This is an optimization exercise on Yosys and OpenROAD, whose aim is small area and a short achievable clock period, not a production implementation.
The RTL was checked by simulation tests, not by an equivalence proof against the original design.
Power and IR drop assume default switching activity.

## design/flow/flow/run.sh

```bash
#!/bin/bash
# Standard ORFS layout (the standard.sh, unchanged synthesis), except that
# the port buffers placed in global placement are plain buf_4 cells instead of
# the resizer's default pick.
set -euo pipefail
export BUFFER_PORTS_ARGS="-buffer_cell sky130_fd_sc_hd__buf_4"
bash standard.sh "BUFFER_PORTS_ARGS=-buffer_cell sky130_fd_sc_hd__buf_4" finish > orfs_make.log 2>&1
```

## design/flow/standard.sh

```bash
#!/bin/bash
# synth_recipe.tcl (not shown) runs the flow's synth.tcl, then flattens the netlist and writes it again
# the make line also repeats each setting of config.mk as NAME=value (left out here)
make -C /OpenROAD-flow-scripts/flow DESIGN_CONFIG=/design/flow/config.mk WORK_HOME=/design/flow/orfs CLKGATE_MAP_FILE= SYNTH_SCRIPT=/design/flow/synth_recipe.tcl "${@:-finish}"
```

## design/flow/config.mk

```make
export PLATFORM = sky130hd
export DESIGN_NAME = ultrasonic_ctrl_mc
export DESIGN_NICKNAME = ultrasonic_ctrl_mc
export VERILOG_FILES = /design/flow/design.v
export SDC_FILE = /design/flow/constraint.sdc
export NUM_CORES = 4
export LEC_CHECK = 0
export CAP_MARGIN = 20
export CORE_MARGIN = 2
export CORE_UTILIZATION = 45
export SETUP_SLACK_MARGIN = 2.2
export SLEW_MARGIN = 20
```

## design/flow/constraint.sdc

```tcl
create_clock -name core_clock -period 5.0 [get_ports {clk}]
set_input_delay 1.0000 -clock core_clock [delete_from_list [all_inputs] [get_ports {clk}]]
set_output_delay 1.0000 -clock core_clock [all_outputs]
set_load 0.01 [all_outputs]
```

## design/flow/design.v

```verilog
module ultrasonic_ctrl_mc #(
  parameter int NCH       = 4,
  parameter int CH_W      = 2,
  parameter int DAC_W     = 12,
  parameter int DATA_W    = 25,
  parameter int DEPTH     = 128,
  parameter int ADDR_W    = 7,
  parameter int RING_MODE = 1
) (
  input  logic                   clk,
  input  logic                   rst_n,
  input  logic                   cmd_valid,
  output logic                   cmd_ready,
  input  logic [2:0]             cmd_op,
  input  logic [CH_W-1:0]        cmd_ch,
  input  logic [7:0]             cmd_amount,
  input  logic                   cmd_capture,
  output logic [NCH*DAC_W-1:0]   dac_out,
  output logic [NCH-1:0]         dac_on,
  input  logic                   rec_en,
  input  logic [DATA_W-1:0]      buf_in,
  output logic                   capturing,
  output logic                   cap_done,
  output logic [CH_W-1:0]        cap_ch,
  output logic [ADDR_W:0]        cap_count,
  output logic [ADDR_W-1:0]      cap_start,
  output logic                   overflow,
  input  logic                   rd_en,
  input  logic [ADDR_W-1:0]      rd_add,
  output logic [DATA_W-1:0]      rd_data,
  output logic                   rd_valid
);
  localparam logic [2:0] OP_ON   = 3'd1;
  localparam logic [2:0] OP_OFF  = 3'd2;
  localparam logic [2:0] OP_INC  = 3'd3;
  localparam logic [2:0] OP_DEC  = 3'd4;
  localparam logic [2:0] OP_SET  = 3'd5;
  localparam logic [2:0] OP_STOP = 3'd6;
  logic                start, stop, wr;
  logic                cap_on;      
  logic [DAC_W-1:0]    amt_ext;
  assign cmd_ready = 1'b1;
  assign start     = cmd_valid & cmd_capture;
  assign stop      = cmd_valid & (cmd_op == OP_STOP);
  assign wr        = cap_on & rec_en & ~start;
  assign amt_ext   = DAC_W'(cmd_amount);
  logic [DAC_W-1:0] level [NCH];
  for (genvar i = 0; i < NCH; i++) begin : g_ch
    logic [7:0]       lo, s_lo, d_lo;
    logic [3:0]       hi, hi_inc, hi_dec;
    logic             c8, b8, inc_sat, dec_sat;
    logic [DAC_W-1:0] inc_res, dec_res, lvl_d;
    logic             on_d, hit, ld_inc, ld_dec, ld_set, keep;
    assign lo      = level[i][7:0];
    assign hi      = level[i][DAC_W-1:8];
    assign hi_inc  = hi + 1'b1;
    assign hi_dec  = hi - 1'b1;
    assign {c8, s_lo} = {1'b0, lo} + {1'b0, cmd_amount};
    assign {b8, d_lo} = {1'b0, lo} - {1'b0, cmd_amount};
    assign inc_sat = (&hi) & c8;
    assign dec_sat = ~(|hi) & b8;
    assign inc_res = inc_sat ? '1 : {c8 ? hi_inc : hi, s_lo};
    assign dec_res = dec_sat ? '0 : {b8 ? hi_dec : hi, d_lo};
    assign hit     = cmd_valid & (cmd_ch == CH_W'(i));
    assign ld_inc  = hit & (cmd_op == OP_INC);
    assign ld_dec  = hit & (cmd_op == OP_DEC);
    assign ld_set  = hit & (cmd_op == OP_SET);
    assign keep    = ~(ld_inc | ld_dec | ld_set);
    assign lvl_d   = ({DAC_W{ld_inc}} & inc_res) | ({DAC_W{ld_dec}} & dec_res)
                   | ({DAC_W{ld_set}} & amt_ext) | ({DAC_W{keep}} & level[i]);
    assign on_d    = hit ? ((cmd_op == OP_ON) | (dac_on[i] & (cmd_op != OP_OFF))) : dac_on[i];
    always_ff @(posedge clk or negedge rst_n) begin
      if (!rst_n) begin
        level[i]                   <= '0;
        dac_on[i]                  <= 1'b0;
        dac_out[i*DAC_W +: DAC_W]  <= '0;
      end else begin
        level[i]                   <= lvl_d;
        dac_on[i]                  <= on_d;
        dac_out[i*DAC_W +: DAC_W]  <= on_d ? lvl_d : '0;
      end
    end
  end
  logic [ADDR_W-1:0] wr_ptr, wr_ptr_inc;
  assign wr_ptr     = cap_count[ADDR_W-1:0] | cap_start;
  assign wr_ptr_inc = wr_ptr + 1'b1;
  logic [7:0]  wp_lo;
  logic [15:0] wp_hi;
  always_ff @(posedge clk or negedge rst_n) begin
    if (!rst_n) begin
      capturing <= 1'b0;
      cap_on    <= 1'b0;
      cap_done  <= 1'b0;
      cap_ch    <= '0;
      cap_count <= '0;
      cap_start <= '0;
      overflow  <= 1'b0;
      wp_lo     <= 8'd1;
      wp_hi     <= 16'd1;
    end else begin
      if (start) begin
        capturing <= 1'b1;
        cap_on    <= 1'b1;
        cap_done  <= 1'b0;
      end else if (cap_on && stop) begin
        capturing <= 1'b0;
        cap_on    <= 1'b0;
        cap_done  <= 1'b1;
      end
      if (start) begin
        cap_ch    <= cmd_ch;
        cap_count <= '0;
        cap_start <= '0;
        overflow  <= 1'b0;
        wp_lo     <= 8'd1;
        wp_hi     <= 16'd1;
      end else if (wr) begin
        wp_lo <= {wp_lo[6:0], wp_lo[7]};
        if (wp_lo[7]) wp_hi <= {wp_hi[14:0], wp_hi[15]};
        if (!cap_count[ADDR_W]) begin
          cap_count <= cap_count + 1'b1;
        end else begin
          overflow  <= 1'b1;
          cap_start <= wr_ptr_inc;
        end
      end
    end
  end
  logic [DATA_W-1:0] mem [DEPTH];
  for (genvar r = 0; r < DEPTH; r++) begin : g_row
    logic [DATA_W-1:0] q;
    logic              we;
    assign we = wr & wp_lo[r % 8] & wp_hi[r / 8];
    always_ff @(posedge clk)
      if (we) q <= buf_in;
    assign mem[r] = q;
  end
  logic [DATA_W-1:0] rd_mux;
  for (genvar l = 0; l <= ADDR_W; l++) begin : g_lvl
    logic [DATA_W-1:0] n [DEPTH >> l];
    for (genvar k = 0; k < (DEPTH >> l); k++) begin : g_n
      if (l == 0) begin : g_leaf
        assign n[k] = mem[k];
      end else begin : g_mux
        assign n[k] = rd_add[l-1] ? g_lvl[l-1].n[2*k+1] : g_lvl[l-1].n[2*k];
      end
    end
  end
  assign rd_mux = g_lvl[ADDR_W].n[0];
  always_ff @(posedge clk or negedge rst_n) begin
    if (!rst_n) begin
      rd_data  <= '0;
      rd_valid <= 1'b0;
    end else begin
      rd_valid <= rd_en;
      if (rd_en) rd_data <= rd_mux;
    end
  end
endmodule
```

==> flow_summary.json, run 1 <==
{
  "status": "no timing/DRC/antenna violations",
  "setup_viol": 0,
  "critPathSlowestCell": "o211ai_1",
  "die_y_um": 547,
  "numPortBuffers": 148,
  "power.density_mw_per_mm2": 414,
  "ys_ff_latch": 3370,
  "synthArstFlopShare": 0.0504,
  "cpMostUsedCell": "mux4_2",
  "hpwl_mm": 228,
  "overflow": 0,
  "fillers": 22900,
  "r2r_end": "rd_data[3]",
  "path_buf_inv": 3,
  "end_kind": "register",
  "syn_nets": 6512,
  "max_freq_mhz": 334,
  "yosys_warnings": 11,
  "grt_max_degree": 129,
  "ys.flop_type": "edfxtp_1",
  "final_cells": 11100,
  "syn-mean-instance-area_um2": 20.8,
  "wl_per_cell_um": 34.4,
  "cp_max_fo": 19,
  "skew_ns": 0.0698,
  "path_clk_slew_ns": 0.06,
  "final_cell_mix": "3,200 x edfxtp_1, 802 x mux4_2, 381 x buf_4, 361 x clkbuf_16, 220 x nand2_1",
  "placementRows": 199,
  "final_hold_viol_count": 0,
  "r2r-start": "g_row[106].q[3]",
  "tightest_slew_ns": 1.20,
  "rrSetupSlack_ns": 2.27,
  "design.die.area_mm2": 0.299,
  "io_pins": 150,
  "hold_path_class": "in -> async",
  "grt_pass1_wl_mm": 531,
  "drt-total-wl_mm": 381,
  "critPathRequiredTime_ns": 5.74,
  "maxSlewViolCount": 0,
  "ir_worst_vdd_uv": 333,
  "crit_type": "in -> reg",
  "cpPeakStageDelay_ns": 0.94,
  "slew_headroom": 0.202,
  "ys_seq_area_frac": 0.756,
  "cts.sinks": 3370,
  "dp_cells": 10400,
  "antenna_found_initial": 20,
  "layout_commonest_cell": "edfxtp_1",
  "drv_cap": 0,
  "leakage_nw": 49.6,
  "num_vias": 69000,
  "cp.depth": 7,
  "synth_cell_type_count": 82,
  "synth_edf_count": 3200,
  "syn2layout_area_growth_pct": 14.7,
  "routed_via_density": 6.23,
  "gp_congestion": 0.893,
  "tritoncts": "yes",
  "cp-endpoint": "rd_data[3]",
  "root_buffer": "clkbuf_16",
  "start_util": 0.452,
  "cp-startpoint": "rd_add[1]",
  "min_period_ns": 2.99,
  "fp.coreArea_mm2": 0.294,
  "holdBufCountCts": 0,
  "first_pass_iters": 5,
  "drtAntennaViolNets": 0,
  "reg2reg_depth": 4,
  "drive_gt1_frac": 0.283,
  "fin_tns_setup_ns": 0,
  "grt_usage": 0.251,
  "drt-initial-drc-count": 9130,
  "htreeDepth": 5,
  "numCtsBuffers": 352,
  "path_cells": "buf_16, buf_12, buf_8, mux4_2, mux4_2, o211ai_1, o221ai_1",
  "startpoint_type": "primary input",
  "synth_area_mm2": 0.133,
  "cpLargestDelayFamily": "compound AO/OA/AOI/OAI gates",
  "grt_pass1_vias": 68000,
  "clk_latency_ns": 0.95,
  "nets": 7001,
  "clockBufferDepth": 4,
  "syn_inst": 6375,
  "post-route-drc-count": 0,
  "period_share": 0.598,
  "die_x_um": 547,
  "rsz0062_at_grt": "yes",
  "arrival_ns": 3.73
}
[per-layer routing]
layer  vias to the layer above  track usage  part of all wire
met4                         2       0.0831             0.035
met1                     37200        0.355              0.39
met5                         -            0          0.000034
met2                      3496        0.398              0.48
met3                       552       0.0431             0.094
li1                      27800            -                 -
[per-stage QoR]
| step | power [mW] | util | setup slack (ns) | hold WS, ns | instance area, um^2 |
|---|---|---|---|---|---|
| detailed placement | 37.8 | 0.477 | 0.443 | 0.508 | 140000 |
| finish | 63.0 | 0.518 | 2.01 | 0.0396 | 152000 |
| global placement | 37.7 | 0.477 | 0.399 | 0.484 | 140000 |
| CTS | 63.2 | 0.516 | 2.02 | 0.0283 | 152000 |
| global route | 64.9 | 0.518 | 2.04 | 0.0500 | 152000 |
| floorplan | 35.4 | - | 1.84 | 0.474 | 134000 |
[layout make-up]
cell class / instances / area, um^2 / share of cell area
sequential: 3370 / 100000 / 0.659
clock buffer: 461 / 9480 / 0.0623
tap: 3919 / 4900 / 0.0322
antenna: 7 / 17.5 / 0.000115
clock inverter: 182 / 1790 / 0.0118
multi-input combinational: 2612 / 31100 / 0.204
inverter: 72 / 304 / 0.00200
timing repair buffer: 456 / 4270 / 0.0280
[sequential cells by signal, summed over array words and instances, names as in the netlist]
signal	cells
overflow	1
cap_on	1
level	48
cap_done	1
cap_ch	2
dac_on	4
rd_valid	1
wp_hi	16
wp_lo	8
rd_data	25
g_row.q	3200
cap_start	7
cap_count	8
dac_out	48
[Yosys cell counts, drive strengths merged (90+ instances only)]
| library cell | number | share of area |
|---|---|---|
| o21ai | 111 | 0.0042 |
| and3 | 153 | 0.0072 |
| mux2i | 159 | 0.012 |
| clkbuf | 119 | 0.0034 |
| buf | 203 | 0.011 |
| a21oi | 128 | 0.0048 |
| dfrtp | 168 | 0.032 |
| nor2 | 130 | 0.0037 |
| nand2 | 224 | 0.0063 |
| edfxtp | 3200 | 0.72 |
| o22ai | 90 | 0.0042 |
| mux4 | 802 | 0.14 |
[cell families (layout without fill, tap and decap cells)]
logic type      after synthesis  after routing  share of synthesized area
compound gates              727            727                     0.0372
xor+xnor                     36             36                    0.00238
fa+ha+maj                    86             86                    0.00856
buf+inv                     394           1171                     0.0161
flops                      3370           3370                      0.756
mux                         978            978                      0.150
other cells                   1              8                  0.0000283
simple gates                783            784                     0.0297
[worst min-delay path by stage]
stage / startpoint / endpoint / slack [ns]
floorplan: wp_hi[0] / wp_hi[0] / 0.47
global placement: overflow / overflow / 0.48
detailed placement: cap_ch[0] / cap_ch[0] / 0.51
CTS: rst_n / dac_out[19] / 0.03
global route: rst_n / dac_out[18] / 0.05
finish: rst_n / dac_out[19] / 0.04
[timing repair]
item	4_1_cts	5_1_grt
setup endpoints to repair	1124	51
hold endpoints to repair	0	0
gates resized for setup	66	63
buffers inserted	4	15
pin swaps	4	14
gates cloned	4	5
[where the power goes]
group | switching, mW | internal, mW
Sequential | 0.392 | 31.3
Clock | 11.0 | 14.6
Combinational | 3.48 | 2.30
==> run 2, diff against run 1 <==
--- a/design/flow/design.v
+++ b/design/flow/design.v
@@ -82,9 +82,7 @@
     end
   end
-  logic [ADDR_W-1:0] wr_ptr, wr_ptr_inc;
-  assign wr_ptr     = cap_count[ADDR_W-1:0] | cap_start;
-  assign wr_ptr_inc = wr_ptr + 1'b1;
-  logic [7:0]  wp_lo;
-  logic [15:0] wp_hi;
+  localparam int HI_N = DEPTH / 8;
+  logic [7:0]      wp_lo;
+  logic [HI_N-1:0] wp_hi;
   always_ff @(posedge clk or negedge rst_n) begin
     if (!rst_n) begin
@@ -97,5 +95,5 @@
       overflow  <= 1'b0;
       wp_lo     <= 8'd1;
-      wp_hi     <= 16'd1;
+      wp_hi     <= HI_N'(1);
     end else begin
       if (start) begin
@@ -103,5 +101,6 @@
         cap_on    <= 1'b1;
         cap_done  <= 1'b0;
-      end else if (cap_on && stop) begin
+      end else if (cap_on && (stop || (RING_MODE == 0 && wr &&
+                                        cap_count == (ADDR_W+1)'(DEPTH - 1)))) begin
         capturing <= 1'b0;
         cap_on    <= 1'b0;
@@ -114,13 +113,13 @@
         overflow  <= 1'b0;
         wp_lo     <= 8'd1;
-        wp_hi     <= 16'd1;
+        wp_hi     <= HI_N'(1);
       end else if (wr) begin
         wp_lo <= {wp_lo[6:0], wp_lo[7]};
-        if (wp_lo[7]) wp_hi <= {wp_hi[14:0], wp_hi[15]};
+        if (wp_lo[7]) wp_hi <= {wp_hi[HI_N-2:0], wp_hi[HI_N-1]};
         if (!cap_count[ADDR_W]) begin
           cap_count <= cap_count + 1'b1;
         end else begin
           overflow  <= 1'b1;
-          cap_start <= wr_ptr_inc;
+          cap_start <= cap_start + 1'b1;
         end
       end
--- a/design/flow/config.mk
+++ b/design/flow/config.mk
@@ -8,5 +8,6 @@
 export CAP_MARGIN = 20
 export CORE_MARGIN = 2
-export CORE_UTILIZATION = 45
-export SETUP_SLACK_MARGIN = 2.2
+export CORE_UTILIZATION = 55
+export PLACE_DENSITY = 0.65
+export SETUP_SLACK_MARGIN = 2.5
 export SLEW_MARGIN = 20
==> run 2 against run 1 <==
  * Utilization grew 14 points
  * Critical endpoint is now rd_data[9]
  * Clock power is essentially flat
  * Now fails the layout checks on capacitance limit, slew limit
  * Critical path depth grew 4
  * Die area shrank 18%
  * Flip-flop and latch count is the same
  * Largest power group unchanged
  * Global-route usage grew 7.6 points
==> flow_summary.json, run 2 <==
{
  "status": "failed layout checks",
  "check.faults": "capacitance limit, slew limit",
  "cpLargestDelayFamily": "buffers and inverters",
  "routed_via_density": 6.97,
  "skew_ns": 0.0828,
  "yosys_warnings": 11,
  "clockBufferDepth": 4,
  "fillers": 15700,
  "drt-total-wl_mm": 419,
  "layout_commonest_cell": "edfxtp_1",
  "clk_latency_ns": 1.02,
  "path_cells": "buf_16, buf_6, buf_16, buf_6, buf_12, bufbuf_16, mux4_2, mux2i_2, a22oi_2, nand4_1, nand2_1",
  "die_y_um": 495,
  "cp_max_fo": 5,
  "hpwl_mm": 226,
  "path_clk_slew_ns": 0.06,
  "reg.largest.list": "g_row.q x3200, dac_out x48, level x48",
  "arrival_ns": 3.78,
  "cts.sinks": 3370,
  "numPortBuffers": 148,
  "synth_top_area_share": 0.724,
  "rsz0062_at_grt": "yes",
  "critPathSlowestCell": "a22oi_2",
  "synth_most_common_cell": "edfxtp_1",
  "largest_reg_flops": 3200,
  "synthTopCellsByArea": "edfxtp_1 72%, mux4_2 13%, dfrtp_1 3.2%, mux2i_1 1.9%, ha_1 0.74%",
  "regArea_mm2": 0.100,
  "syn-mean-instance-area_um2": 20.6,
  "ir_worst_vdd_uv": 386,
  "hold_path_class": "in -> async",
  "io_pins": 150,
  "multi_input_area_mm2": 0.0341,
  "drtAntennaViolNets": 0,
  "start_util": 0.552,
  "path_buf_inv": 6,
  "ys.flop_type": "edfxtp_1",
  "holdBufCountCts": 0,
  "maxSlewViolCount": 67,
  "setup_viol": 0,
  "synth_edf_count": 3200,
  "antenna_found_initial": 25,
  "tightest_slew_ns": 1.67,
  "yosys.area.top_type": "edfxtp_1",
  "syn_inst": 6428,
  "first_pass_iters": 6,
  "max_freq_mhz": 341,
  "cp-startpoint": "rd_add[0]",
  "gp_congestion": 0.908,
  "synthArstFlopShare": 0.0504,
  "startpoint_type": "primary input",
  "die_x_um": 495,
  "final_hold_viol_count": 0,
  "nets": 7344,
  "syn2layout_area_growth_pct": 18.4,
  "synth_area_mm2": 0.133,
  "leakage_nw": 51.8,
  "root_buffer": "clkbuf_16",
  "design.die.area_mm2": 0.245,
  "placementRows": 180,
  "fin_hold_ws_ns": 0.0467,
  "cpPeakStageDelay_ns": 0.60,
  "grt_max_degree": 107,
  "post-route-drc-count": 0,
  "end_kind": "register",
  "slew_headroom": -0.116,
  "synth_common_cells": "3,200 x edfxtp_1, 764 x mux4_2, 250 x mux2i_1, 223 x nand2_1, 168 x dfrtp_1",
  "drt-initial-drc-count": 11700,
  "synth_cell_type_count": 84,
  "period_share": 0.586,
  "grt_pass1_wl_mm": 552,
  "overflow": 0,
  "power.density_mw_per_mm2": 409,
  "min_period_ns": 2.93,
  "htreeDepth": 5,
  "final_cell_mix": "3,200 x edfxtp_1, 764 x mux4_2, 373 x buf_4, 370 x clkbuf_16, 222 x mux2i_1",
  "grt_pass1_vias": 69600,
  "critPathRequiredTime_ns": 5.86,
  "syn_nets": 6565,
  "num_vias": 74400,
  "fp.coreArea_mm2": 0.240,
  "drv_cap": 2,
  "tritoncts": "yes",
  "grt_usage": 0.327,
  "fin_tns_setup_ns": 0,
  "ys_ff_latch": 3370,
  "numCtsBuffers": 354,
  "wl_per_cell_um": 39.3,
  "ys_seq_area_frac": 0.756,
  "registers.top_by_ff_count": "g_row.q",
  "r2r-start": "wp_lo[3]",
  "drive_gt1_frac": 0.331,
  "crit_type": "in -> reg"
}
-- run 2: cell count changes in the layout (fill, tap and decap cells not counted), moves of 16 or more --
cell	delta
o221ai_1	-20
mux2i_1	+66
dfrtp_2	+30
and3_2	-45
buf_16	+22
a21oi_1	-40
and3_4	+168
buf_6	+113
mux4_2	-38
inv_1	-16
buf_12	+27
dfrtp_1	-31
-- run 2: final cells by class --
type	count	share of cell area
clock buffers	459	0.0608
clock inverters	167	0.0102
multi-input cells	2789	0.217
well taps	3185	0.0254
flip-flops and latches	3370	0.639
inverters	59	0.00181
repair buffers	633	0.0456
diodes	15	0.000239
-- run 2: cell families (layout without fill, tap and decap cells) --
kind of cell / after synthesis / count (layout) / share of synthesized area
flops: 3370 / 3370 / 0.756
other cells: 1 / 16 / 0.0000283
xor+xnor: 50 / 50 / 0.00330
fa+ha+maj: 86 / 86 / 0.00856
compound gates: 701 / 701 / 0.0362
buf+inv: 391 / 1318 / 0.0156
mux: 1028 / 1028 / 0.150
simple gates: 801 / 923 / 0.0304
-- run 2: routing by layer --
layer | routed length (um) | vias up | global-route usage
met3 | 58400 | 979 | 0.0944
met5 | 81 | - | 0
met2 | 189000 | 5551 | 0.484
met4 | 21700 | 14 | 0.135
li1 | - | 28700 | -
met1 | 150000 | 39200 | 0.463
-- run 2: worst paths after layout --
check	slack [ns]	to	cells after the start
setup / recovery	2.07	rd_data[9]	11
hold / removal	0.05	level[2][10]	1
setup reg to reg	2.27	g_row[3].q[21]	1
hold reg to reg	0.56	level[2][3]	2
max in group asynchronous	3.73	level[0][9]	2
min in group core_clock	0.39	cap_ch[1]	2
-- run 2: what timing repair did --
item,CTS,global route
pin swaps,87,90
buffers inserted,106,92
setup endpoints to repair,3355,1903
resized for setup,400,192
gates cloned,78,72
-- run 2: power by group --
| part | internal (mW) | leakage [nW] | switching [mW] |
|---|---|---|---|
| combinational | 2.87 | 15.4 | 3.86 |
| sequential | 31.3 | 30.9 | 0.553 |
| clock | 15.0 | 5.44 | 10.7 |
-- run 2: stage by stage --
stage          utilization  total power, mW  cells  instance area (um^2)  worst slack (ns)
2_1_floorplan            -             35.8   6428                135000              2.12
3_3_place_gp         0.582             38.0   9684                140000            0.0695
3_5_place_dp         0.582             38.1   9685                140000             0.346
4_1_cts              0.643             63.9  10500                155000              2.21
5_1_grt              0.654             65.9  10700                157000              2.26
6_report             0.654             64.3  10700                157000              2.07
==> run 3, diff against run 2 <==
==> design/flow/flow/run.sh (replaced) <==
#!/bin/bash
# Standard ORFS layout (the standard.sh, unchanged synthesis) with two
# changes: the port buffers placed in global placement are plain buf_4 cells,
# and clock tree synthesis builds the tree from clkbuf_8 cells without dummy
# loads. The make output goes to orfs_make.log; each ORFS step keeps its own
# log under orfs/logs.
set -euo pipefail
BP="-buffer_cell sky130_fd_sc_hd__buf_4"
CA="-sink_clustering_enable -repair_clock_nets -dont_use_dummy_load -buf_list sky130_fd_sc_hd__clkbuf_8"
export BUFFER_PORTS_ARGS="$BP"
export CTS_ARGS="$CA"
bash standard.sh "BUFFER_PORTS_ARGS=$BP" "CTS_ARGS=$CA" finish > orfs_make.log 2>&1
--- a/design/flow/config.mk
+++ b/design/flow/config.mk
@@ -8,6 +8,5 @@
 export CAP_MARGIN = 20
 export CORE_MARGIN = 2
-export CORE_UTILIZATION = 55
-export PLACE_DENSITY = 0.65
-export SETUP_SLACK_MARGIN = 2.5
+export CORE_UTILIZATION = 45
+export SETUP_SLACK_MARGIN = 2.3
 export SLEW_MARGIN = 20
==> run 3 against run 2 <==
  * The run now finishes clean
  * Critical endpoint is now rd_data[18]
  * Critical path depth fell by 2
  * Highest routed layer unchanged
  * Flip-flop and latch count did not move
  * Total power fell by 10%
  * Final cell count rose by 3.7%
  * Utilization fell by 14 points
  * Largest power group unchanged
  * Wire length fell by 6.3%
  * Cell area fell by 4.2%
  * Count of clock-buffer cells in the layout rose by 100
==> flow_summary.json, run 3 <==
{
  "status": "no timing/DRC/antenna violations",
  "numPortBuffers": 148,
  "end_kind": "register",
  "maxSlewViolCount": 0,
  "syn_inst": 6428,
  "post-route-drc-count": 0,
  "ys.flop_type": "edfxtp_1",
  "cts.sinks": 3370,
  "skew_ns": 0.133,
  "die_x_um": 547,
  "syn-mean-instance-area_um2": 20.6,
  "largest_reg_flops": 3200,
  "critPathRequiredTime_ns": 5.93,
  "gp_congestion": 0.965,
  "slew_headroom": 0.220,
  "startpoint_type": "primary input",
  "hold_path_class": "in -> reg",
  "fp.coreArea_mm2": 0.294,
  "die_y_um": 547,
  "final_cell_mix": "3,200 x edfxtp_1, 764 x mux4_2, 559 x clkbuf_8, 304 x buf_4, 243 x mux2i_1",
  "drt-total-wl_mm": 393,
  "overflow": 0,
  "postPlaceCellArea_mm2": 0.140,
  "synth_edf_count": 3200,
  "setup_viol": 0,
  "max_freq_mhz": 340,
  "registers.top_by_ff_count": "g_row.q",
  "clk_latency_ns": 1.17,
  "final_hold_viol_count": 0,
  "layout_commonest_cell": "edfxtp_1",
  "cp_max_fo": 24,
  "min_period_ns": 2.94,
  "power.density_mw_per_mm2": 383,
  "ir_worst_vdd_uv": 265,
  "root_buffer": "clkbuf_8",
  "clockBufferDepth": 4,
  "cpPeakStageDelay_ns": 0.64,
  "io_pins": 150,
  "htreeDepth": 6,
  "grt_max_degree": 129,
  "fin_tns_setup_ns": 0,
  "first_pass_iters": 6,
  "routed_via_density": 6.33,
  "drive_gt1_frac": 0.301,
  "path_clk_slew_ns": 0.06,
  "crit_type": "in -> reg",
  "placementRows": 199,
  "leakage_nw": 48.7,
  "design.die.area_mm2": 0.299,
  "yosys_warnings": 11,
  "tritoncts": "yes",
  "critPathSlowestCell": "o221ai_2",
  "ys_ff_latch": 3370,
  "cpLargestDelayFamily": "compound AO/OA/AOI/OAI gates",
  "ys_seq_area_frac": 0.756,
  "synth_top_area_share": 0.724,
  "power.total_mw": 57.6,
  "period_share": 0.589,
  "arrival_ns": 3.88,
  "path_buf_inv": 4,
  "drt-initial-drc-count": 9964,
  "num_vias": 70100,
  "yosys.area.top_type": "edfxtp_1",
  "synth_cell_type_count": 84,
  "reg.largest.list": "g_row.q x3200, dac_out x48, level x48",
  "grt_pass1_wl_mm": 543,
  "synth_area_mm2": 0.133,
  "synthArstFlopShare": 0.0504,
  "synth_most_common_cell": "edfxtp_1",
  "wl_per_cell_um": 35.5,
  "grt_usage": 0.257,
  "synthTopCellsByArea": "edfxtp_1 72%, mux4_2 13%, dfrtp_1 3.2%, mux2i_1 1.9%, ha_1 0.74%",
  "nets": 7287,
  "final_cell_area_mm2": 0.150,
  "syn_nets": 6565,
  "drv_cap": 0,
  "antenna_found_initial": 34,
  "syn2layout_area_growth_pct": 13.4,
  "tightest_slew_ns": 1.16,
  "grt_pass1_vias": 69400,
  "start_util": 0.452,
  "rsz0062_at_grt": "yes",
  "synth_common_cells": "3,200 x edfxtp_1, 764 x mux4_2, 250 x mux2i_1, 223 x nand2_1, 168 x dfrtp_1",
  "numCtsBuffers": 559,
  "drtAntennaViolNets": 0,
  "path_cells": "buf_16, inv_4, buf_12, buf_4, nand2_1, o22ai_1, a31oi_1, o221ai_2, o221ai_1",
  "hpwl_mm": 233
}
## run 3: worst reg2reg max path, delay by kind of cell, from the launching register on
kind | cells | cell delay (ns)
simple gates | 1 | 0.84
flops | 1 | 1.03
buf+inv | 1 | 0.42
## run 3: worst paths after layout
path	from	to	slack [ns]	cells past startpoint
hold / removal	rd_en	rd_valid	0.22	1
max in group asynchronous	rst_n	rd_data[0]	3.09	3
hold reg to reg	overflow	overflow	0.52	2
min in group asynchronous	rst_n	level[3][0]	0.57	2
setup / recovery	rd_add[2]	rd_data[18]	2.06	9
setup reg to reg	wp_lo[6]	g_row[22].q[1]	2.28	2
## run 3: where the power goes
| group | internal [mW] | switching [mW] |
|---|---|---|
| sequential | 31.3 | 0.517 |
| combinational | 2.61 | 3.61 |
| clock | 9.82 | 9.73 |
## run 3: final cells by class
class	count	area, um^2
antenna	9	22.5
fill	23000	143000
sequential	3370	100000
clock buffer	559	7690
inverter	59	278
timing repair buffer	492	5320
tap	3919	4900
multi-input combinational	2668	31900
## run 3: what timing repair did
| action | in CTS | in global routing |
|---|---|---|
| buffers inserted | 38 | 31 |
| endpoints found under the hold margin | 86 | 0 |
| gates cloned | 8 | 12 |
| resized for setup | 246 | 81 |
| hold buffers | 1 | 0 |
| pin swaps | 8 | 13 |
| setup endpoints to repair | 2578 | 193 |
## run 3: stage by stage
step / util / instances / worst slack (ns) / hold WS (ns)
after floorplan: - / 6428 / 2.09 / 0.474
after global placement: 0.478 / 10400 / 0.404 / 0.481
after detailed placement: 0.478 / 10400 / 0.392 / 0.491
after CTS: 0.509 / 11000 / 1.99 / 0.119
after global routing: 0.512 / 11100 / 2.06 / 0.167
final: 0.513 / 11100 / 2.06 / 0.223
## run 3: layer usage
| layer | share of wire | global-route usage |
|---|---|---|
| met1 | 0.39 | 0.358 |
| met2 | 0.46 | 0.396 |
| met3 | 0.10 | 0.0565 |
| met4 | 0.045 | 0.106 |
| met5 | 0.00023 | 0 |
## run 3: cells by family (layout without fill, tap and decap cells)
group           count (synthesis)  after routing  share of synthesized area
simple gates                  801            802                     0.0304
other cells                     1             10                  0.0000283
flops                        3370           3370                      0.756
compound gates                701            701                     0.0362
fa+ha+maj                      86             86                    0.00856
mux                          1028           1028                      0.150
xor+xnor                       50             50                    0.00330
buf+inv                       391           1110                     0.0156
==> run 4, diff against run 3 <==
--- a/design/flow/design.v
+++ b/design/flow/design.v
@@ -72,13 +72,12 @@
     always_ff @(posedge clk or negedge rst_n) begin
       if (!rst_n) begin
-        level[i]                   <= '0;
-        dac_on[i]                  <= 1'b0;
-        dac_out[i*DAC_W +: DAC_W]  <= '0;
+        level[i]  <= '0;
+        dac_on[i] <= 1'b0;
       end else begin
-        level[i]                   <= lvl_d;
-        dac_on[i]                  <= on_d;
-        dac_out[i*DAC_W +: DAC_W]  <= on_d ? lvl_d : '0;
+        level[i]  <= lvl_d;
+        dac_on[i] <= on_d;
       end
     end
+    assign dac_out[i*DAC_W +: DAC_W] = dac_on[i] ? level[i] : '0;
   end
   localparam int HI_N = DEPTH / 8;
==> run 4 against run 3 <==
  * Critical path depth shrank 6
  * Die area fell by 1.4%
  * Highest routed layer unchanged
  * Sequential share of layout area up 0.51 points
==> flow_summary.json, run 4 <==
{
  "numCtsBuffers": 554,
  "synth_cell_type_count": 67,
  "routed_via_density": 6.30,
  "yosys_warnings": 11,
  "crit_type": "reg -> out",
  "drt-total-wl_mm": 372,
  "max_freq_mhz": 335,
  "layout_commonest_cell": "edfxtp_1",
  "drtAntennaViolNets": 0,
  "comb_power_share": 0.106,
  "clockBufferDepth": 4,
  "p_sw_mw": 13.5,
  "ys_ff_latch": 3322,
  "synth_top_area_share": 0.735,
  "grt_usage": 0.248,
  "cp-startpoint": "dac_on[0]",
  "drv_cap": 0,
  "switching_share": 0.237,
  "p_int_mw": 43.2,
  "ys_seq_area_frac": 0.758,
  "ir_worst_vdd_uv": 245,
  "tritoncts": "yes",
  "cp_max_fo": 5,
  "design.die.area_mm2": 0.295,
  "fin_ws_ns": 2.02,
  "power.total_mw": 56.7,
  "syn2layout_area_growth_pct": 12.8,
  "reg.largest.list": "g_row.q x3200, level x48, rd_data x25",
  "status": "no timing/DRC/antenna violations",
  "die_y_um": 543,
  "gp_congestion": 0.843,
  "first_pass_iters": 6,
  "pre_cts_ws_ns": 0.420,
  "skew_ns": 0.153,
  "min_period_ns": 2.98,
  "placementRows": 197,
  "power.density_mw_per_mm2": 384,
  "wl_per_cell_um": 34.4,
  "grt_max_degree": 129,
  "synth_area_mm2": 0.131,
  "startpoint_type": "register",
  "fp.coreArea_mm2": 0.289,
  "grt_pass1_vias": 67600,
  "cts.sinks": 3322,
  "path_clk_slew_ns": 0.06,
  "antenna_found_initial": 27,
  "io_pins": 150,
  "ys.flop_type": "edfxtp_1",
  "die_x_um": 543,
  "largest_reg_flops": 3200,
  "end_kind": "primary output",
  "clkPwrFrac": 0.341,
  "registers.top_by_ff_count": "g_row.q",
  "numPortBuffers": 148,
  "clk_latency_ns": 1.20,
  "tightest_slew_ns": 1.21,
  "fin_tns_setup_ns": 0,
  "num_vias": 68000,
  "post-route-drc-count": 0,
  "syn-mean-instance-area_um2": 21.1,
  "critPathRequiredTime_ns": 4.00,
  "setup_viol": 0,
  "nets": 7032,
  "final_cell_mix": "3,200 x edfxtp_1, 778 x mux4_2, 555 x clkbuf_8, 289 x buf_4, 202 x mux2i_1",
  "yosys.area.top_type": "edfxtp_1",
  "htreeDepth": 6,
  "maxSlewViolCount": 0,
  "syn_inst": 6199,
  "r2r-start": "wp_lo[6]",
  "overflow": 0,
  "final_hold_viol_count": 0,
  "drive_gt1_frac": 0.309,
  "arrival_ns": 1.98,
  "leakage_nw": 47.5,
  "slew_headroom": 0.192,
  "grt_pass1_wl_mm": 515,
  "seqPwrFrac": 0.553,
  "synthTopCellsByArea": "edfxtp_1 73%, mux4_2 13%, dfrtp_1 2.3%, mux2i_1 1.6%, a22oi_1 0.87%",
  "synthArstFlopShare": 0.0367,
  "min_from": "cmd_op[0]",
  "hpwl_mm": 215,
  "period_share": 0.597,
  "rsz0062_at_grt": "yes",
  "syn_nets": 6336,
  "root_buffer": "clkbuf_8",
  "hold_path_class": "in -> reg",
  "synth_common_cells": "3,200 x edfxtp_1, 778 x mux4_2, 205 x mux2i_1, 163 x clkbuf_1, 151 x a22oi_1",
  "drt-initial-drc-count": 9184,
  "synth_most_common_cell": "edfxtp_1",
  "synth_edf_count": 3200,
  "start_util": 0.453
}
## run 4: changes by cell type after synthesis, moves of 17 or more
cell,change
a31oi_1,-21
o22ai_1,-18
nor2b_1,+17
a22oi_1,+55
buf_4,-21
dfrtp_1,-48
nor2_1,-28
mux2i_1,-45
nand2_1,-104
o21a_1,-18
clkbuf_1,+41
o211ai_1,+24
## run 4: worst max-delay path: stages (launching register included)
cell	delay (ns)
dfrtp_2	0.44
buf_12	0.15
and2_4	0.17
buf_6	0.12
## run 4: power groups by stage
stage	sequential (mW)	combinational (mW)	clock (mW)
after floorplan	31.6	3.44	0
after global placement	31.8	5.45	0
after detailed placement	31.8	5.53	0
after CTS	31.3	5.91	19.7
after global routing	31.3	6.46	20.8
final	31.3	6.03	19.3
## run 4: layer usage
metal | global-route usage | part of all wire | up-vias
met5 | 0 | 0.000054 | -
met4 | 0.0885 | 0.036 | 4
met3 | 0.0491 | 0.092 | 615
met2 | 0.390 | 0.47 | 3477
met1 | 0.346 | 0.40 | 36700
li1 | - | - | 27200
## run 4: path summary, 6_finish.rpt
check	to	slack [ns]	cells past startpoint
hold reg to reg	wp_hi[0]	0.52	2
max in group asynchronous	rd_data[6]	3.25	3
hold / removal	dac_on[0]	0.22	3
setup reg to reg	g_row[62].q[15]	2.32	2
setup / recovery	dac_out[1]	2.02	3
min in group asynchronous	level[3][6]	0.35	2
## run 4: layout make-up
| cell class | count | area [um^2] |
|---|---|---|
| inverter | 54 | 210 |
| clock buffer | 554 | 7620 |
| fill | 22500 | 141000 |
| timing repair buffer | 474 | 4980 |
| multi-input combinational | 2489 | 30600 |
| tap | 3880 | 4850 |
| antenna | 14 | 35.0 |
| sequential | 3322 | 99200 |
## run 4: timing repair
item / CTS / global route
buffers inserted: 44 / 10
hold buffers: 1 / 0
hold endpoints to repair: 25 / 0
pin swaps: 4 / 2
setup endpoints to repair: 3190 / 122
cloned: 5 / 5
resized for setup: 221 / 58
## run 4: cell families after synthesis
group | Yosys count | share of synthesized area
mux | 1005 | 0.152
flops | 3322 | 0.758
buf+inv | 390 | 0.0149
xor+xnor | 65 | 0.00435
simple gates | 639 | 0.0259
compound gates | 691 | 0.0366
other cells | 1 | 0.0000287
fa+ha+maj | 86 | 0.00869
## run 4: per-stage QoR
step	util	area (um^2)	hold slack [ns]	instances
2_1_floorplan	-	132000	0.474	6199
3_3_place_gp	0.479	138000	0.489	10200
3_5_place_dp	0.479	138000	0.497	10200
4_1_cts	0.509	147000	0.0822	10800
5_1_grt	0.511	148000	0.174	10800
6_report	0.511	148000	0.215	10800
==> run 5, diff against run 4 <==
==> design/flow/flow/run.sh (replaced) <==
#!/bin/bash
# Standard ORFS layout (the standard.sh, unchanged synthesis) with two
# changes: the port buffers placed in global placement are plain buf_4 cells,
# and clock tree synthesis builds the tree from clkbuf_8 cells, in sink
# clusters of up to 16 flip-flops within 60 um, without dummy
# loads. The make output goes to orfs_make.log; each ORFS step keeps its own
# log under orfs/logs.
set -euo pipefail
BP="-buffer_cell sky130_fd_sc_hd__buf_4"
CA="-sink_clustering_enable -sink_clustering_size 16 -sink_clustering_max_diameter 60 -repair_clock_nets -dont_use_dummy_load -buf_list sky130_fd_sc_hd__clkbuf_8"
export BUFFER_PORTS_ARGS="$BP"
export CTS_ARGS="$CA"
bash standard.sh "BUFFER_PORTS_ARGS=$BP" "CTS_ARGS=$CA" finish > orfs_make.log 2>&1
==> run 5 against run 4 <==
  * Count of clock-buffer cells in the layout is 286 lower
  * Combinational power hardly changed
  * Clock skew is 0.022 ns lower
  * Synthesized cell count stayed put
  * Worst setup slack better by 0.11 ns
  * Maximum frequency is 3.8% higher
  * Synthesized area stayed put
  * Sequential power hardly changed
  * Total power is 11% lower
  * Non-clock buffer count is 13 lower
  * Worst hold slack better by 0.099 ns
  * Clock power is 31% lower
  * Critical path type is now in -> reg
==> flow_summary.json, run 5 <==
{
  "die_y_um": 543,
  "reg.largest.list": "g_row.q x3200, level x48, rd_data x25",
  "skew_ns": 0.130,
  "grt_pass1_vias": 65000,
  "r2r_end": "g_row[62].q[24]",
  "ys.flop_type": "edfxtp_1",
  "io_pins": 150,
  "wl_per_cell_um": 35.1,
  "met3_length_mm": 34.4,
  "cts.sinks": 3322,
  "tightest_slew_ns": 1.21,
  "ys_ff_latch": 3322,
  "final_cell_mix": "3,200 x edfxtp_1, 778 x mux4_2, 295 x buf_4, 268 x clkbuf_8, 202 x mux2i_1",
  "syn_nets": 6336,
  "grt_max_degree": 129,
  "synth_common_cells": "3,200 x edfxtp_1, 778 x mux4_2, 205 x mux2i_1, 163 x clkbuf_1, 151 x a22oi_1",
  "gp_congestion": 0.843,
  "m1WireLength_mm": 147,
  "max_freq_mhz": 348,
  "critPathRequiredTime_ns": 5.92,
  "multi_input_area_mm2": 0.0308,
  "registers.top_by_ff_count": "g_row.q",
  "cp_max_fo": 16,
  "syn2layout_area_growth_pct": 9.74,
  "syn-mean-instance-area_um2": 21.1,
  "synth_area_mm2": 0.131,
  "drt-total-wl_mm": 368,
  "largest_reg_flops": 3200,
  "nets": 6733,
  "start_util": 0.453,
  "first_pass_iters": 6,
  "yosys_warnings": 11,
  "slew_headroom": 0.194,
  "clockBufferDepth": 4,
  "root_buffer": "clkbuf_8",
  "rsz0062_at_grt": "yes",
  "drt-initial-drc-count": 9145,
  "post-route-drc-count": 0,
  "routed-wl-met2_mm": 175,
  "critPathSlowestCell": "nor2_1",
  "hold_end": "dac_on[1]",
  "drive_gt1_frac": 0.280,
  "numPortBuffers": 148,
  "hold_depth": 3,
  "maxSlewViolCount": 0,
  "crit_type": "in -> reg",
  "cp.depth": 9,
  "design.die.area_mm2": 0.295,
  "overflow": 0,
  "setup_viol": 0,
  "startpoint_type": "primary input",
  "r2r-start": "wp_lo[6]",
  "synthArstFlopShare": 0.0367,
  "power.density_mw_per_mm2": 352,
  "numCtsBuffers": 268,
  "status": "no timing/DRC/antenna violations",
  "cpMostUsedCell": "buf_4",
  "reg2reg_depth": 2,
  "path_clk_slew_ns": 0.09,
  "period_share": 0.575,
  "arrival_ns": 3.79,
  "synth_most_common_cell": "edfxtp_1",
  "path_cells": "buf_4, nand2_1, buf_4, nor2_1, a221oi_1, nand3_1, a211oi_1, buf_4, o22ai_1",
  "power.total_mw": 50.5,
  "tritoncts": "yes",
  "path_buf_inv": 3,
  "synthTopCellsByArea": "edfxtp_1 73%, mux4_2 13%, dfrtp_1 2.3%, mux2i_1 1.6%, a22oi_1 0.87%",
  "fp.coreArea_mm2": 0.289,
  "yosys.area.top_type": "edfxtp_1",
  "synth_edf_count": 3200,
  "final_cell_area_mm2": 0.144,
  "postPlaceCellArea_mm2": 0.138,
  "num_vias": 66500,
  "synth_cell_type_count": 67,
  "fin_tns_setup_ns": 0,
  "regArea_mm2": 0.0992,
  "min_from": "cmd_op[0]",
  "drtAntennaViolNets": 0,
  "ys_seq_area_frac": 0.758,
  "placementRows": 197,
  "routed_via_density": 6.35,
  "rrSetupSlack_ns": 2.29,
  "synth_top_area_share": 0.735,
  "ir_worst_vdd_uv": 254,
  "layout_commonest_cell": "edfxtp_1",
  "cpPeakStageDelay_ns": 0.92,
  "final_hold_viol_count": 0,
  "clk_latency_ns": 1.11,
  "grt_pass1_wl_mm": 510,
  "end_kind": "register",
  "leakage_nw": 45.4,
  "antenna_found_initial": 25,
  "hold_path_class": "in -> reg",
  "highest_layer": "met5",
  "cpLargestDelayFamily": "simple AND/OR/NAND/NOR gates",
  "grt_usage": 0.246,
  "hpwl_mm": 215,
  "drv_cap": 0,
  "min_period_ns": 2.88,
  "fillers": 22800,
  "syn_inst": 6199,
  "die_x_um": 543,
  "htreeDepth": 5
}
-- run 5: how the worst max path moves through the flow --
| stage | start | end | slack (ns) |
|---|---|---|---|
| after floorplan | rd_add[0] | rd_data[4] | 2.08 |
| after global placement | rd_add[0] | rd_data[22] | 0.37 |
| after detailed placement | rd_add[0] | rd_data[14] | 0.42 |
| after CTS | dac_on[0] | dac_out[1] | 2.03 |
| after global routing | dac_on[0] | dac_out[1] | 2.06 |
| final | rd_add[5] | rd_data[11] | 2.12 |
-- run 5: cell families (layout without fill, tap and decap cells) --
kind of cell	after synthesis	count (layout)	share of synthesized area
buffers and inverters	390	783	0.0149
adders and majority gates	86	86	0.00869
muxes	1005	1005	0.152
and+or+nand+nor	639	641	0.0259
xor gates and xnor gates	65	65	0.00435
other	1	8	0.0000287
AOI/OAI and AO/OA	691	691	0.0366
DFF	3322	3322	0.758
-- run 5: power by group --
group          internal (mW)  total (mW)  switching (mW)
sequential              30.7        31.2           0.486
combinational           2.66        6.03            3.37
clock                   4.82        13.3            8.47
total                   38.2        50.5            12.3
-- run 5: timing repair --
action                                  4_1_cts  5_1_grt
pin swaps                                     7        3
endpoints found under the setup margin     3191      111
hold endpoints to repair                     25        0
cloned                                        9        3
hold buffers                                  1        0
setup buffers                                35        5
gates resized for setup                     220       63
-- run 5: cell type report --
cell class,count,area share
multi-input cells,2489,0.214
diodes,7,0.000122
repair buffers,461,0.0336
flip-flops and latches,3322,0.691
well taps,3880,0.0338
inverters,54,0.00146
clock buffers,268,0.0257
-- run 5: through the flow --
stage	std cells	setup WS, ns	hold WS [ns]	utilization
floorplan	6199	2.08	0.474	-
global route	10500	2.06	0.282	0.497
detailed placement	10200	0.420	0.497	0.479
CTS	10500	2.03	0.187	0.496
global placement	10200	0.369	0.489	0.479
finish	10500	2.12	0.314	0.497
-- run 5: routing by layer --
layer	track usage	vias up
li1	-	26500
met3	0.0452	509
met4	0.0774	6
met1	0.349	36200
met2	0.390	3320
met5	0	-
-- run 5: worst min-delay path, delay by kind of cell --
kind,cells,cell delay (ns)
buffers and inverters,1,0.15
AOI/OAI and AO/OA,1,0.08
and+or+nand+nor,1,0.05
==> run 6, diff against run 5 <==
--- a/design/flow/config.mk
+++ b/design/flow/config.mk
@@ -9,4 +9,4 @@
 export CORE_MARGIN = 2
 export CORE_UTILIZATION = 45
-export SETUP_SLACK_MARGIN = 2.3
-export SLEW_MARGIN = 20
+export SETUP_SLACK_MARGIN = 2.4
+export SLEW_MARGIN = 40
==> run 6 against run 5 <==
  * Highest routed layer unchanged
  * Register-to-register slack better by 0.06 ns
  * Synthesized area stayed put
  * Clock power hardly changed
  * Total power is 0.21% higher
  * Critical path depth is 6 lower
  * Cell area is 1.1% higher
  * Sequential share of layout area is 0.73 points lower
  * Combinational power is 0.8% higher
  * Flip-flop and latch count stayed put
  * Count of clock-buffer cells in the layout is 5 higher
  * Maximum frequency is 1.0% lower
==> flow_summary.json, run 6 <==
{
  "seqPwrFrac": 0.616,
  "wl_per_cell_um": 35.7,
  "synth_edf_count": 3200,
  "num_vias": 67400,
  "power.density_mw_per_mm2": 349,
  "drt-initial-drc-count": 9014,
  "yosys_warnings": 11,
  "setup_viol": 0,
  "ys_ff_latch": 3322,
  "cpMostUsedCell": "buf_6",
  "drv_cap": 0,
  "critPathSlowestCell": "dfrtp_2",
  "cp_max_fo": 6,
  "drive_gt1_frac": 0.290,
  "syn-mean-instance-area_um2": 21.1,
  "numCtsBuffers": 273,
  "grt_max_degree": 129,
  "placementRows": 197,
  "hold_depth": 3,
  "registers.top_by_ff_count": "g_row.q",
  "design.die.area_mm2": 0.295,
  "path_cells": "buf_6, and2_4, buf_6",
  "fin_tns_setup_ns": 0,
  "path_clk_slew_ns": 0.07,
  "antenna_found_initial": 24,
  "synthTopCellsByArea": "edfxtp_1 73%, mux4_2 13%, dfrtp_1 2.3%, mux2i_1 1.6%, a22oi_1 0.87%",
  "syn_inst": 6199,
  "end_kind": "primary output",
  "period_share": 0.581,
  "final_cell_mix": "3,200 x edfxtp_1, 778 x mux4_2, 288 x buf_4, 273 x clkbuf_8, 201 x mux2i_1",
  "overflow": 0,
  "ir_worst_vdd_uv": 249,
  "rsz0062_at_grt": "yes",
  "crit_type": "reg -> out",
  "post-route-drc-count": 0,
  "io_pins": 150,
  "first_pass_iters": 7,
  "cpPeakStageDelay_ns": 0.44,
  "synth_top_area_share": 0.735,
  "cts.sinks": 3322,
  "fin_hold_ws_ns": 0.288,
  "reg.largest.list": "g_row.q x3200, level x48, rd_data x25",
  "p_sw_mw": 12.4,
  "tightest_slew_ns": 1.03,
  "gr-usage-met3": 0.0420,
  "ys_seq_area_frac": 0.758,
  "leakage_nw": 45.7,
  "drt-total-wl_mm": 377,
  "skew_ns": 0.145,
  "critPathRequiredTime_ns": 4.00,
  "arrival_ns": 1.90,
  "largest_reg_flops": 3200,
  "hold_path_class": "in -> reg",
  "root_buffer": "clkbuf_8",
  "synth_most_common_cell": "edfxtp_1",
  "die_x_um": 543,
  "min_period_ns": 2.90,
  "clk_latency_ns": 1.07,
  "synth_area_mm2": 0.131,
  "routed_via_density": 6.38,
  "numPortBuffers": 148,
  "drtAntennaViolNets": 0,
  "comb_power_share": 0.120,
  "synth_common_cells": "3,200 x edfxtp_1, 778 x mux4_2, 205 x mux2i_1, 163 x clkbuf_1, 151 x a22oi_1",
  "hpwl_mm": 210,
  "htreeDepth": 5,
  "max_freq_mhz": 344,
  "status": "no timing/DRC/antenna violations",
  "start_util": 0.453,
  "nets": 6817,
  "ys.flop_type": "edfxtp_1",
  "gp_congestion": 0.834,
  "grt_pass1_wl_mm": 518,
  "layout_commonest_cell": "edfxtp_1",
  "die_y_um": 543,
  "maxSlewViolCount": 0,
  "startpoint_type": "register",
  "synth_cell_type_count": 67,
  "grt_usage": 0.250,
  "tritoncts": "yes",
  "clockBufferDepth": 4,
  "final_hold_viol_count": 0,
  "switching_share": 0.244,
  "fp.coreArea_mm2": 0.289,
  "grt_pass1_vias": 66600,
  "reg2reg_depth": 6,
  "yosys.area.top_type": "edfxtp_1",
  "p_int_mw": 38.3,
  "busiest_layer": "met2",
  "clkPwrFrac": 0.264,
  "synthArstFlopShare": 0.0367,
  "grtUsageMet2": 0.398,
  "slew_headroom": 0.311,
  "met1_usage": 0.357,
  "syn_nets": 6336,
  "syn2layout_area_growth_pct": 10.9
}
[run 6: path summary, 6_finish.rpt]
check                               start              end  slack [ns]
worst max-delay path            dac_on[0]       dac_out[1]        2.10
worst min-delay path            cmd_op[0]        dac_on[2]        0.29
worst max register to register  capturing  g_row[119].q[3]        2.35
worst min register to register  cap_ch[0]        cap_ch[0]        0.53
max in group asynchronous           rst_n       rd_data[4]        3.38
min in group asynchronous           rst_n     level[1][10]        0.56
[run 6: power groups by stage]
stage          Clock, mW  Sequential [mW]  Combinational [mW]
2_1_floorplan          0             31.6                3.46
3_3_place_gp           0             31.8                5.42
3_5_place_dp           0             31.8                5.54
4_1_cts             13.6             31.2                5.93
5_1_grt             14.6             31.2                6.53
6_report            13.4             31.2                6.08
[run 6: routing by layer]
layer  wire (um)  vias up
met1      151000    36500
met4       11900        4
li1            -    26800
met2      179000     3520
met3       35100      609
met5          20        -
[run 6: cell families after synthesis]
family,count (synthesis),share of synthesized area
adders and majority gates,86,0.00869
AOI/OAI and AO/OA,691,0.0366
and+or+nand+nor,639,0.0259
muxes,1005,0.152
buffers and inverters,390,0.0149
xor gates and xnor gates,65,0.00435
other,1,0.0000287
DFF,3322,0.758
[run 6: cell type report]
class,count,area [um^2]
fillers,22900,144000
flip-flops and latches,3322,99200
multi-input cells,2539,31700
repair buffers,490,5300
well taps,3880,4850
clock buffers,273,3760
inverters,54,206
diodes,13,32.5
[run 6: per-stage QoR]
stage               area [um^2]  power (mW)  setup WS, ns  utilization  instances
global placement         138000        37.2         0.420        0.479      10100
finish                   145000        50.6          2.10        0.503      10600
global route             145000        52.3          2.01        0.503      10600
detailed placement       139000        37.3         0.459        0.480      10100
CTS                      144000        50.7          2.01        0.500      10500
floorplan                132000        35.1          2.08            -       6199
[run 6: timing repair]
item	in CTS	in global routing
setup endpoints to repair	2706	359
pin swaps	9	15
gates cloned	35	26
buffers inserted	64	17
hold buffers	1	0
resized for setup	245	65
hold endpoints to repair	62	0
[run 6: critical path: cells and delay by family, from the launching register on]
kind / cells / cell delay (ns)
DFF: 1 / 0.44
buffers and inverters: 2 / 0.26
and+or+nand+nor: 1 / 0.17
==> run 7, diff against run 6 <==
--- a/design/flow/design.v
+++ b/design/flow/design.v
@@ -72,16 +72,19 @@
     always_ff @(posedge clk or negedge rst_n) begin
       if (!rst_n) begin
-        level[i]  <= '0;
-        dac_on[i] <= 1'b0;
+        level[i]                   <= '0;
+        dac_on[i]                  <= 1'b0;
+        dac_out[i*DAC_W +: DAC_W]  <= '0;
       end else begin
-        level[i]  <= lvl_d;
-        dac_on[i] <= on_d;
+        level[i]                   <= lvl_d;
+        dac_on[i]                  <= on_d;
+        dac_out[i*DAC_W +: DAC_W]  <= on_d ? lvl_d : '0;
       end
     end
-    assign dac_out[i*DAC_W +: DAC_W] = dac_on[i] ? level[i] : '0;
   end
-  localparam int HI_N = DEPTH / 8;
-  logic [7:0]      wp_lo;
-  logic [HI_N-1:0] wp_hi;
+  logic [ADDR_W-1:0] wr_ptr, wr_ptr_inc;
+  assign wr_ptr     = cap_count[ADDR_W-1:0] | cap_start;
+  assign wr_ptr_inc = wr_ptr + 1'b1;
+  logic [7:0]  wp_lo;
+  logic [15:0] wp_hi;
   always_ff @(posedge clk or negedge rst_n) begin
     if (!rst_n) begin
@@ -94,5 +97,5 @@
       overflow  <= 1'b0;
       wp_lo     <= 8'd1;
-      wp_hi     <= HI_N'(1);
+      wp_hi     <= 16'd1;
     end else begin
       if (start) begin
@@ -100,6 +103,5 @@
         cap_on    <= 1'b1;
         cap_done  <= 1'b0;
-      end else if (cap_on && (stop || (RING_MODE == 0 && wr &&
-                                        cap_count == (ADDR_W+1)'(DEPTH - 1)))) begin
+      end else if (cap_on && stop) begin
         capturing <= 1'b0;
         cap_on    <= 1'b0;
@@ -112,13 +114,13 @@
         overflow  <= 1'b0;
         wp_lo     <= 8'd1;
-        wp_hi     <= HI_N'(1);
+        wp_hi     <= 16'd1;
       end else if (wr) begin
         wp_lo <= {wp_lo[6:0], wp_lo[7]};
-        if (wp_lo[7]) wp_hi <= {wp_hi[HI_N-2:0], wp_hi[HI_N-1]};
+        if (wp_lo[7]) wp_hi <= {wp_hi[14:0], wp_hi[15]};
         if (!cap_count[ADDR_W]) begin
           cap_count <= cap_count + 1'b1;
         end else begin
           overflow  <= 1'b1;
-          cap_start <= cap_start + 1'b1;
+          cap_start <= wr_ptr_inc;
         end
       end
==> design/flow/flow/run.sh (replaced) <==
#!/bin/bash
# Standard ORFS layout (the standard.sh, unchanged synthesis) with two
# changes: the port buffers placed in global placement are plain buf_4 cells,
# and clock tree synthesis builds the tree from clkbuf_8 cells without dummy
# loads. The make output goes to orfs_make.log; each ORFS step keeps its own
# log under orfs/logs.
set -euo pipefail
BP="-buffer_cell sky130_fd_sc_hd__buf_4"
CA="-sink_clustering_enable -repair_clock_nets -dont_use_dummy_load -buf_list sky130_fd_sc_hd__clkbuf_8"
export BUFFER_PORTS_ARGS="$BP"
export CTS_ARGS="$CA"
bash standard.sh "BUFFER_PORTS_ARGS=$BP" "CTS_ARGS=$CA" finish > orfs_make.log 2>&1
--- a/design/flow/config.mk
+++ b/design/flow/config.mk
@@ -9,4 +9,4 @@
 export CORE_MARGIN = 2
 export CORE_UTILIZATION = 45
-export SETUP_SLACK_MARGIN = 2.4
-export SLEW_MARGIN = 40
+export SETUP_SLACK_MARGIN = 2.3
+export SLEW_MARGIN = 20
==> run 7 against run 6 <==
  * Combinational power down 1%
  * Wire length increased by 0.82%
  * Final cell count increased by 4.2%
  * Flip-flop and latch count rose by 48
  * Sequential share of layout area fell by 1.3 points
  * Worst setup slack got worse by 0.015 ns
  * Clock skew fell by 0.014 ns
  * Synthesized area is 1.4% higher
  * Largest power group unchanged
==> flow_summary.json, run 7 <==
{
  "cts.sinks": 3370,
  "grt_max_degree": 137,
  "min_period_ns": 2.92,
  "finish.utilization": 0.509,
  "end_kind": "primary output",
  "registers.top_by_ff_count": "g_row.q",
  "syn-mean-instance-area_um2": 20.8,
  "leakage_nw": 48.3,
  "reg2reg_depth": 5,
  "root_buffer": "clkbuf_8",
  "path_buf_inv": 1,
  "dp_cells": 10400,
  "layout_commonest_cell": "edfxtp_1",
  "num_vias": 69300,
  "grt_usage": 0.249,
  "ir_worst_vdd_uv": 250,
  "final_cells": 11000,
  "status": "no timing/DRC/antenna violations",
  "rsz0062_at_grt": "yes",
  "placementRows": 199,
  "grt_pass1_wl_mm": 528,
  "postPlaceCellArea_mm2": 0.140,
  "reg.largest.list": "g_row.q x3200, dac_out x48, level x48",
  "cp_max_fo": 2,
  "synthArstFlopShare": 0.0504,
  "syn2layout_area_growth_pct": 12.7,
  "maxSlewViolCount": 0,
  "rrSetupSlack_ns": 2.28,
  "synth_area_mm2": 0.133,
  "tightest_slew_ns": 1.20,
  "first_pass_iters": 6,
  "power.density_mw_per_mm2": 384,
  "cp.depth": 1,
  "critPathSlowestCell": "dfrtp_2",
  "path_clk_slew_ns": 0.06,
  "numCtsBuffers": 562,
  "synth_most_common_cell": "edfxtp_1",
  "crit_type": "reg -> out",
  "slew_headroom": 0.198,
  "drt-initial-drc-count": 9709,
  "design.die.area_mm2": 0.299,
  "start_util": 0.452,
  "cpPeakStageDelay_ns": 0.57,
  "final_cell_area_mm2": 0.150,
  "yosys_warnings": 11,
  "drt-total-wl_mm": 380,
  "syn_inst": 6375,
  "cpLargestDelayFamily": "flip-flops",
  "post-route-drc-count": 0,
  "numPortBuffers": 148,
  "drive_gt1_frac": 0.301,
  "r2r_end": "g_row[61].q[5]",
  "wl_per_cell_um": 34.5,
  "die_x_um": 547,
  "ys.flop_type": "edfxtp_1",
  "antenna_found_initial": 24,
  "nets": 7228,
  "synth_common_cells": "3,200 x edfxtp_1, 802 x mux4_2, 224 x nand2_1, 168 x dfrtp_1, 159 x mux2i_1",
  "hpwl_mm": 225,
  "synthTopCellsByArea": "edfxtp_1 72%, mux4_2 14%, dfrtp_1 3.2%, mux2i_1 1.2%, ha_1 0.74%",
  "period_share": 0.584,
  "largest_reg_flops": 3200,
  "cp-startpoint": "rd_data[3]",
  "synth_top_area_share": 0.724,
  "final_hold_viol_count": 0,
  "drv_cap": 0,
  "arrival_ns": 1.92,
  "clockBufferDepth": 4,
  "fin_hold_ws_ns": 0.195,
  "path_cells": "buf_6",
  "setup_viol": 0,
  "overflow": 0,
  "final_cell_mix": "3,200 x edfxtp_1, 802 x mux4_2, 563 x clkbuf_8, 311 x buf_4, 224 x nand2_1",
  "io_pins": 150,
  "htreeDepth": 6,
  "grt_pass1_vias": 69600,
  "max_freq_mhz": 343,
  "ys_ff_latch": 3370,
  "synth_edf_count": 3200,
  "gp_congestion": 0.884,
  "die_y_um": 547,
  "clk_latency_ns": 1.18,
  "tritoncts": "yes",
  "fp.coreArea_mm2": 0.294,
  "fin_tns_setup_ns": 0,
  "syn_nets": 6512,
  "yosys.area.top_type": "edfxtp_1",
  "routed_via_density": 6.29,
  "synth_cell_type_count": 82,
  "skew_ns": 0.131,
  "r2r-start": "cap_on",
  "drtAntennaViolNets": 0,
  "ys_seq_area_frac": 0.756,
  "critPathRequiredTime_ns": 4.00,
  "startpoint_type": "register",
  "cp-endpoint": "rd_data[3]",
  "hold_path_class": "in -> reg"
}
run 7: changes by cell type in the layout (fill, tap and decap cells not counted), sizes merged, moves of 20 or more:
cell and change:
nor2 +22, and2 -23, mux4 +24, clkbuf +294
a21oi +35, dfrtp +48, nand3 +20, o211ai -22
o221ai +28, nand2 +105, mux2i -46, and3 -40
a22oi -84, a31oi +22
run 7: layer usage:
layer,GRT usage,wire length (um),vias to the layer above
li1,-,-,27800
met1,0.351,152000,37200
met2,0.386,177000,3637
met3,0.0559,38400,643
met4,0.0826,13000,4
met5,0,23,-
run 7: how the worst min path moves through the flow:
stage | startpoint | end | slack (ns) | depth (start not counted)
2_1_floorplan | wp_hi[0] | wp_hi[0] | 0.47 | 2
3_3_place_gp | overflow | overflow | 0.49 | 2
3_5_place_dp | cap_ch[0] | cap_ch[0] | 0.50 | 1
4_1_cts | buf_in[21] | g_row[31].q[21] | 0.09 | 1
5_1_grt | buf_in[21] | g_row[14].q[21] | 0.12 | 1
6_report | buf_in[21] | g_row[14].q[21] | 0.19 | 1
run 7: final cells by class:
class	count	area (um^2)
Timing Repair Buffer	474	4810
Clock buffer	562	7730
Multi-Input combinational cell	2611	31400
Sequential cell	3370	100000
Antenna cell	8	20.0
Inverter	72	323
Fill cell	23200	144000
Tap cell	3919	4900
run 7: stage by stage:
stage	total power, mW	setup WS [ns]
floorplan	35.5	1.84
detailed placement	37.9	0.445
CTS	57.6	2.02
global placement	37.8	0.366
global route	59.2	2.02
finish	57.4	2.08
run 7: power by group:
part	leakage, nW	total [mW]	internal, mW	switching [mW]
registers	30.9	31.7	31.3	0.423
clock network	4.04	19.6	9.87	9.74
logic	13.3	6.02	2.48	3.54
total	48.3	57.4	43.7	13.7
run 7: what timing repair did:
item | CTS | global route
endpoints found under the setup margin | 429 | 1230
hold endpoints to repair | 90 | 0
cloned | 2 | 6
setup buffers | 40 | 25
pin swaps | 9 | 22
gates resized for setup | 171 | 116
hold buffers | 1 | 0
run 7: cells by family after synthesis:
logic type / count (synthesis) / synth area share
flip-flops: 3370 / 0.756
adder cells (fa/ha/maj): 86 / 0.00856
AO/OA/AOI/OAI: 727 / 0.0372
buffers and inverters: 394 / 0.0161
AND/OR/NAND/NOR: 783 / 0.0297
multiplexers: 978 / 0.150
other: 1 / 0.0000283
XOR/XNOR: 36 / 0.00238

static timing again, ports no longer ideal:
How much do the figures lean on ideal ports? The routed layouts below were timed once more, with nothing changed but the port constraints. Step 1: set_driving_cell puts a clkbuf_16 on clk and a buf_2 on each other input, an assumption about the parent block. Step 2 adds t to the input delays and takes it off the output delays; t is the mean of the earliest and latest rising clock arrival at the registers after step 1. Input paths then give back, and output paths get back, about the clock's delay inside the block. Three values: ideal ports, drivers, drivers and shift; two values: the first two.
| run | shift t [ns] | slack for setup (ns) | hold WS [ns] | latest minus earliest clock arrival (ns) | worst register clock-pin slew, ns |
|---|---|---|---|---|---|
| run 1 | 1.005 | 2.010 / 1.769 / 0.764 | 0.040 / -0.014 / 0.512 | 0.073 / 0.072 | 0.07 / 0.07 |
| run 2 | 1.075 | 2.072 / 1.881 / 0.807 | 0.047 / 0.004 / 0.556 | 0.088 / 0.087 | 0.07 / 0.07 |
| run 3 | 1.215 | 2.056 / 1.876 / 0.661 | 0.223 / 0.149 / 0.521 | 0.162 / 0.163 | 0.06 / 0.06 |
| run 4 | 1.212 | 2.016 / 1.912 / 0.704 | 0.215 / 0.141 / 0.524 | 0.176 / 0.176 | 0.06 / 0.06 |
| run 5 | 1.100 | 2.125 / 1.749 / 0.648 | 0.314 / 0.255 / 0.515 | 0.191 / 0.191 | 0.11 / 0.11 |
| run 6 | 1.121 | 2.095 / 1.989 / 1.005 | 0.288 / 0.207 / 0.533 | 0.185 / 0.185 | 0.11 / 0.11 |
| run 7 | 1.232 | 2.081 / 1.949 / 0.717 | 0.195 / 0.131 / 0.533 | 0.146 / 0.147 | 0.07 / 0.07 |
For run 5, which loses most, drivers alone change the setup slack by -0.376 ns; drivers and shift together by -1.477 ns.
